What follows belongs to an exercise in optimizing a design on an open flow for small area, a short achievable clock period and few clock cycles; a production flow would make more cautious choices.
The RTL was checked by simulation tests, not by an equivalence proof against the original design.
No activity file was given, so power comes from the tool's default toggle rates.

==> inputs of run R <==
==> flow/design.v <==
package blcr_pkg;
  localparam int POS_W   = 32;
  localparam int BYTE_W  = 8;
  localparam int LEN_W   = 5;
  localparam int MAX_OUT = 16;
endpackage
module blcr_cmp (
  input  logic [31:0] pos,
  input  logic [27:0] pos_hi_m1,
  input  logic        pos_hi_nz,
  input  logic [3:0]  lim,
  input  logic [31:0] tag,
  output logic        covered
);
  logic       hi_eq, hi_p1;
  logic [4:0] e;
  assign hi_eq = (pos[31:4] == tag[31:4]);
  assign hi_p1 = (pos_hi_m1 == tag[31:4]) && pos_hi_nz;
  assign e       = {1'b0, pos[3:0]} - {1'b0, tag[3:0]};
  assign covered = (e[4] ? hi_p1 : hi_eq) && (e[3:0] <= lim);
endmodule
module block_cache_lru_range_read_top (
  input  logic                        clk,
  input  logic                        rst_n,
  input  logic                        start,
  output logic                        busy,
  input  logic                        in_func,
  input  logic [blcr_pkg::POS_W-1:0]  in_position,
  input  logic [blcr_pkg::BYTE_W-1:0] in_push_byte,
  input  logic                        in_push_last,
  input  logic [blcr_pkg::LEN_W-1:0]  in_read_length,
  output logic                        out_valid,
  output logic                        out_hit,
  output logic [blcr_pkg::BYTE_W-1:0] out_data_byte,
  output logic                        out_last
);
  localparam int SLOTS  = 16;
  localparam int READ_Q = 8;
  logic [31:0]  tag   [SLOTS];
  logic [127:0] data  [SLOTS];
  logic [SLOTS-1:0] valid;
  logic [SLOTS-1:0][SLOTS-1:0] newer;
  logic [127:0] stage;
  logic [31:0]  stage_start;
  logic [4:0]   stage_cnt;        
  logic [3:0]   stage_wp;         
  logic        c_v, c_func, c_last;
  logic [31:0] c_pos;
  logic [7:0]  c_byte;
  logic [4:0]  c_len;
  logic [27:0] c_pm1;
  logic        c_pnz;
  logic [3:0]  c_lim;
  logic        c_lok;
  logic        busy_r;
  logic        take;
  assign take = start && !busy_r;
  always_ff @(posedge clk) begin
    c_v    <= rst_n && take;
    c_func <= in_func;
    c_last <= in_push_last;
    c_pos  <= in_position;
    c_byte <= in_push_byte;
    c_len  <= in_read_length;
    c_pm1  <= in_position[31:4] - 28'd1;
    c_pnz  <= |in_position[31:4];
    c_lim  <= 4'(5'd16 - in_read_length);
    c_lok  <= (in_read_length != 5'd0) && (in_read_length <= 5'd16);
  end
  logic        s2_rd, s2_commit;
  logic [SLOTS-1:0] s2_hit;
  logic [3:0]  s2_plo;
  logic [4:0]  s2_len;
  logic [SLOTS-1:0] cov;
  logic        cov_new;
  logic [SLOTS-1:0] vdec;
  logic [SLOTS-1:0] hit1;
  for (genvar i = 0; i < SLOTS; i++) begin : g_cmp
    blcr_cmp u_cmp (
      .pos(c_pos), .pos_hi_m1(c_pm1), .pos_hi_nz(c_pnz), .lim(c_lim),
      .tag(tag[i]), .covered(cov[i])
    );
  end
  blcr_cmp u_cmp_new (
    .pos(c_pos), .pos_hi_m1(c_pm1), .pos_hi_nz(c_pnz), .lim(c_lim),
    .tag(stage_start), .covered(cov_new)
  );
  always_comb begin
    for (int i = 0; i < SLOTS; i++)
      hit1[i] = (s2_commit && vdec[i]) ? cov_new : (cov[i] && valid[i]);
    hit1 = c_lok ? hit1 : '0;
  end
  logic push1;
  assign push1 = c_v && !c_func;
  always_ff @(posedge clk) begin
    if (!rst_n) begin
      s2_rd     <= 1'b0;
      s2_commit <= 1'b0;
      stage_cnt <= '0;
    end else begin
      s2_rd     <= c_v && c_func;
      s2_commit <= push1 && c_last && (stage_cnt == 5'd15);
      if (push1) begin
        if (c_last)                  stage_cnt <= '0;
        else if (stage_cnt != 5'd16) stage_cnt <= stage_cnt + 5'd1;
      end
    end
  end
  always_ff @(posedge clk) begin
    s2_hit <= hit1;
    s2_plo <= c_pos[3:0];
    s2_len <= c_len;
    if (push1 && stage_cnt == 5'd0) stage_start <= c_pos;
  end
  logic [3:0] wpos;
  assign wpos = (stage_cnt == 5'd0) ? c_pos[3:0] : stage_wp;
  always_ff @(posedge clk)
    if (push1) stage_wp <= wpos + 4'd1;
  for (genvar k = 0; k < 16; k++) begin : g_stage
    always_ff @(posedge clk)
      if (push1 && !stage_cnt[4] && wpos == 4'(k)) stage[8*k +: 8] <= c_byte;
  end
  logic [SLOTS-1:0] sel;
  logic             hit2;
  logic [3:0]       r;
  logic [SLOTS-1:0] use2;
  always_comb begin
    for (int i = 0; i < SLOTS; i++) begin
      sel[i] = s2_hit[i];
      for (int j = 0; j < i; j++) sel[i] = sel[i] && !s2_hit[j];
    end
  end
  assign hit2 = |s2_hit;
  always_comb begin
    r   = '0;
    for (int i = 0; i < SLOTS; i++) begin
      r   = r   | (sel[i] ? 4'(i) : 4'd0);
    end
  end
  assign use2 = s2_commit ? vdec : ((s2_rd && hit2) ? sel : '0);
  always_comb begin
    for (int i = 0; i < SLOTS; i++) begin
      vdec[i] = 1'b1;
      for (int j = 0; j < SLOTS; j++)
        if (j != i) vdec[i] = vdec[i] && !(j < i ? newer[i][j] : !newer[j][i]);
    end
  end
  always_ff @(posedge clk) begin
    if (!rst_n) begin
      valid <= '0;
    end else if (s2_commit) begin
      valid <= valid | vdec;
    end
  end
  for (genvar i = 1; i < SLOTS; i++) begin : g_age_i
    for (genvar j = 0; j < i; j++) begin : g_age_j
      always_ff @(posedge clk) begin
        if (!rst_n)       newer[i][j] <= 1'b1;
        else if (use2[i]) newer[i][j] <= 1'b1;
        else if (use2[j]) newer[i][j] <= 1'b0;
      end
    end
  end
  for (genvar i = 0; i < SLOTS; i++) begin : g_slot
    always_ff @(posedge clk) begin
      if (s2_commit && vdec[i]) begin
        tag[i]  <= stage_start;
        data[i] <= stage;
      end
    end
  end
  localparam int QD = READ_Q - 1;
  logic [QD-1:0]     qv;
  logic              qhit  [QD];
  logic [3:0]        qslot [QD];
  logic [3:0]        qptr  [QD];
  logic [4:0]        qrem  [QD];
  logic              h_v, h_last;
  logic [SLOTS-1:0]  h_ssel;
  logic [15:0]       h_bsel;
  logic [4:0]        h_rem;
  logic              done;     
  logic              hfree;    
  logic              pop;      
  logic              enq;      
  logic              ld_hit;
  logic [3:0]        ld_ptr;
  logic [4:0]        ld_rem;
  logic [3:0]        occ;      
  assign done  = h_v && h_last;
  assign hfree = !h_v || done;
  assign pop   = hfree && qv[0];
  assign enq   = s2_rd && !(hfree && !qv[0]);
  always_comb begin
    if (qv[0]) begin
      ld_hit = qhit[0]; ld_ptr = qptr[0]; ld_rem = qrem[0];
    end else begin
      ld_hit = hit2;    ld_ptr = s2_plo;    ld_rem = s2_len;
    end
  end
  always_ff @(posedge clk) begin
    if (!rst_n) begin
      h_v <= 1'b0;
    end else if (hfree) begin
      h_v <= qv[0] || s2_rd;
    end
  end
  always_ff @(posedge clk) begin
    if (hfree) begin
      for (int i = 0; i < SLOTS; i++)
        h_ssel[i] <= qv[0] ? (qhit[0] && qslot[0] == 4'(i)) : sel[i];
      for (int i = 0; i < 16; i++)    h_bsel[i] <= (ld_ptr == 4'(i));
      h_rem  <= ld_rem;
      h_last <= !ld_hit || (ld_rem == 5'd1);
    end else begin
      h_bsel <= {h_bsel[14:0], h_bsel[15]};
      h_rem  <= h_rem - 5'd1;
      h_last <= (h_rem == 5'd2);
    end
  end
  always_ff @(posedge clk) begin
    if (!rst_n) begin
      qv <= '0;
    end else begin
      for (int i = 0; i < QD; i++) begin
        logic src_v, below;
        src_v = pop ? ((i + 1 < QD) ? qv[(i + 1) % QD] : 1'b0) : qv[i];
        below = (i == 0) ? 1'b1 : (pop ? qv[i] : qv[(i + QD - 1) % QD]);
        qv[i] <= src_v || (enq && !src_v && below);
      end
    end
  end
  always_ff @(posedge clk) begin
    for (int i = 0; i < QD; i++) begin
      logic src_v, below;
      src_v = pop ? ((i + 1 < QD) ? qv[(i + 1) % QD] : 1'b0) : qv[i];
      below = (i == 0) ? 1'b1 : (pop ? qv[i] : qv[(i + QD - 1) % QD]);
      if (enq && !src_v && below) begin
        qhit[i]  <= hit2;
        qslot[i] <= r;
        qptr[i]  <= s2_plo;
        qrem[i]  <= s2_len;
      end else if (pop && i + 1 < QD) begin
        qhit[i]  <= qhit[(i + 1) % QD];
        qslot[i] <= qslot[(i + 1) % QD];
        qptr[i]  <= qptr[(i + 1) % QD];
        qrem[i]  <= qrem[(i + 1) % QD];
      end
    end
  end
  logic [3:0] occ_base;
  assign occ_base = occ - 4'(done);
  always_ff @(posedge clk) begin
    if (!rst_n) begin
      occ    <= '0;
      busy_r <= 1'b0;
    end else if (take && in_func) begin
      occ    <= occ_base + 4'd1;
      busy_r <= (occ_base >= 4'(READ_Q - 1));
    end else begin
      occ    <= occ_base;
      busy_r <= (occ_base >= 4'(READ_Q));
    end
  end
  logic [7:0]   sbyte [SLOTS];
  logic [7:0]   hbyte;
  logic         ov_r, oh_r, ol_r;
  logic [7:0]   od_r;
  always_comb begin
    hbyte = '0;
    for (int i = 0; i < SLOTS; i++) begin
      sbyte[i] = '0;
      for (int j = 0; j < 16; j++)
        sbyte[i] = sbyte[i] | (data[i][8*j +: 8] & {8{h_bsel[j]}});
      hbyte = hbyte | (sbyte[i] & {8{h_ssel[i]}});
    end
  end
  always_ff @(posedge clk) begin
    if (!rst_n) ov_r <= 1'b0;
    else        ov_r <= h_v;
    oh_r <= |h_ssel;
    ol_r <= h_last;
    od_r <= hbyte;
  end
  assign busy          = busy_r;
  assign out_valid     = ov_r;
  assign out_hit       = oh_r;
  assign out_last      = ol_r;
  assign out_data_byte = od_r;
endmodule
==> flow/flow/run.sh <==
#!/bin/bash
# Standard synthesis and layout, with the setup repair aimed further below
# the clock period than the flow settings allow (SETUP_SLACK_MARGIN).
set -euo pipefail
MARGIN=$(cat flow/margin.txt)
bash standard.sh synth > synth.log 2>&1
bash standard.sh SETUP_SLACK_MARGIN=$MARGIN finish > layout.log 2>&1
==> flow/flow/margin.txt <==
7
==> flow/standard.sh <==
#!/bin/bash
# synth_recipe.tcl (not shown) runs the flow's synth.tcl, then flattens the netlist and writes it again
# the make line also repeats each setting of config.mk as NAME=value (left out here)
make -C /OpenROAD-flow-scripts/flow DESIGN_CONFIG=/design/flow/config.mk WORK_HOME=/design/flow/orfs CLKGATE_MAP_FILE= SYNTH_SCRIPT=/design/flow/synth_recipe.tcl "${@:-finish}"
==> flow/config.mk <==
export PLATFORM = sky130hd
export DESIGN_NAME = block_cache_lru_range_read_top
export DESIGN_NICKNAME = block_cache_lru_range_read_top
export VERILOG_FILES = /design/flow/design.v
export SDC_FILE = /design/flow/constraint.sdc
export NUM_CORES = 4
export LEC_CHECK = 0
export CAP_MARGIN = 20
export CORE_MARGIN = 2
export CORE_UTILIZATION = 40
export SETUP_SLACK_MARGIN = 5
export SLEW_MARGIN = 20
==> flow/constraint.sdc <==
create_clock -name core_clock -period 10.0 [get_ports {clk}]
set_input_delay 2.0000 -clock core_clock [delete_from_list [all_inputs] [get_ports {clk}]]
set_output_delay 2.0000 -clock core_clock [all_outputs]
set_load 0.01 [all_outputs]
==> inputs of run D, as changes to run R <==
Settings changed: CORE_UTILIZATION 40 to 65, CTS_CLUSTER_DIAMETER from default to 150, CTS_CLUSTER_SIZE from default to 25, PLACE_DENSITY from default to 0.75.
==> summary of the runs <==
Run R finished with timing, DRC and antenna clean. Run D passed the timing, design-rule and antenna checks.
Register-to-register slack: run R is higher than run D (0.12 ns).
In run D the setup slack is better than in run R, by 0.10 ns.
Of run R and run D, run R has the higher power (gap about 23%, measured against run D).
Global-route usage: run R is lower than run D (13 points).
Worst hold slack is about the same in run D and run R.
Against run R, the via count of run D is lower by 1.4%.
Against run R, the cell count of run D is lower by 16%.
Against run D, the clock power of run R is higher by 74%.
Count of clock-buffer cells in the layout: run R is higher than run D (185).
Between run R and run D, the lower combinational power is in run D (gap about 4%, measured against run D).
Testbench counts of run R, summed over its fixed seeds: cycles 7,161.
Testbench counts of run D, summed over its fixed seeds: cycles 7,161.

==> re-timing with driven ports <==
Ports are ideal in the flow. The routed layouts listed here were re-timed in OpenROAD.
Step 1, drivers: a clkbuf_16 drives clk and a buf_2 each remaining input, both assumed.
Step 2 times the ports against the registers' clock, not the clock port: input delays grow and output delays shrink by t, the midpoint of the rising clock arrivals with the driver on.
Slacks: no drivers / after step 1 / after step 2; pairs: no drivers / after step 1.
run | shift t [ns] | slack for setup (ns) | hold slack, ns | worst setup path after step 2
run R | 0.941 | 6.515 / 6.423 / 5.804 | 0.332 / 0.332 / 0.332 | input to register
run D | 0.936 | 6.617 / 6.527 / 5.871 | 0.332 / 0.332 / 0.332 | input to register
After both steps setup and hold are still met in every run listed. The setup slack of run D, which loses most, moves by -0.090 ns with the drivers and by -0.746 ns with both steps.
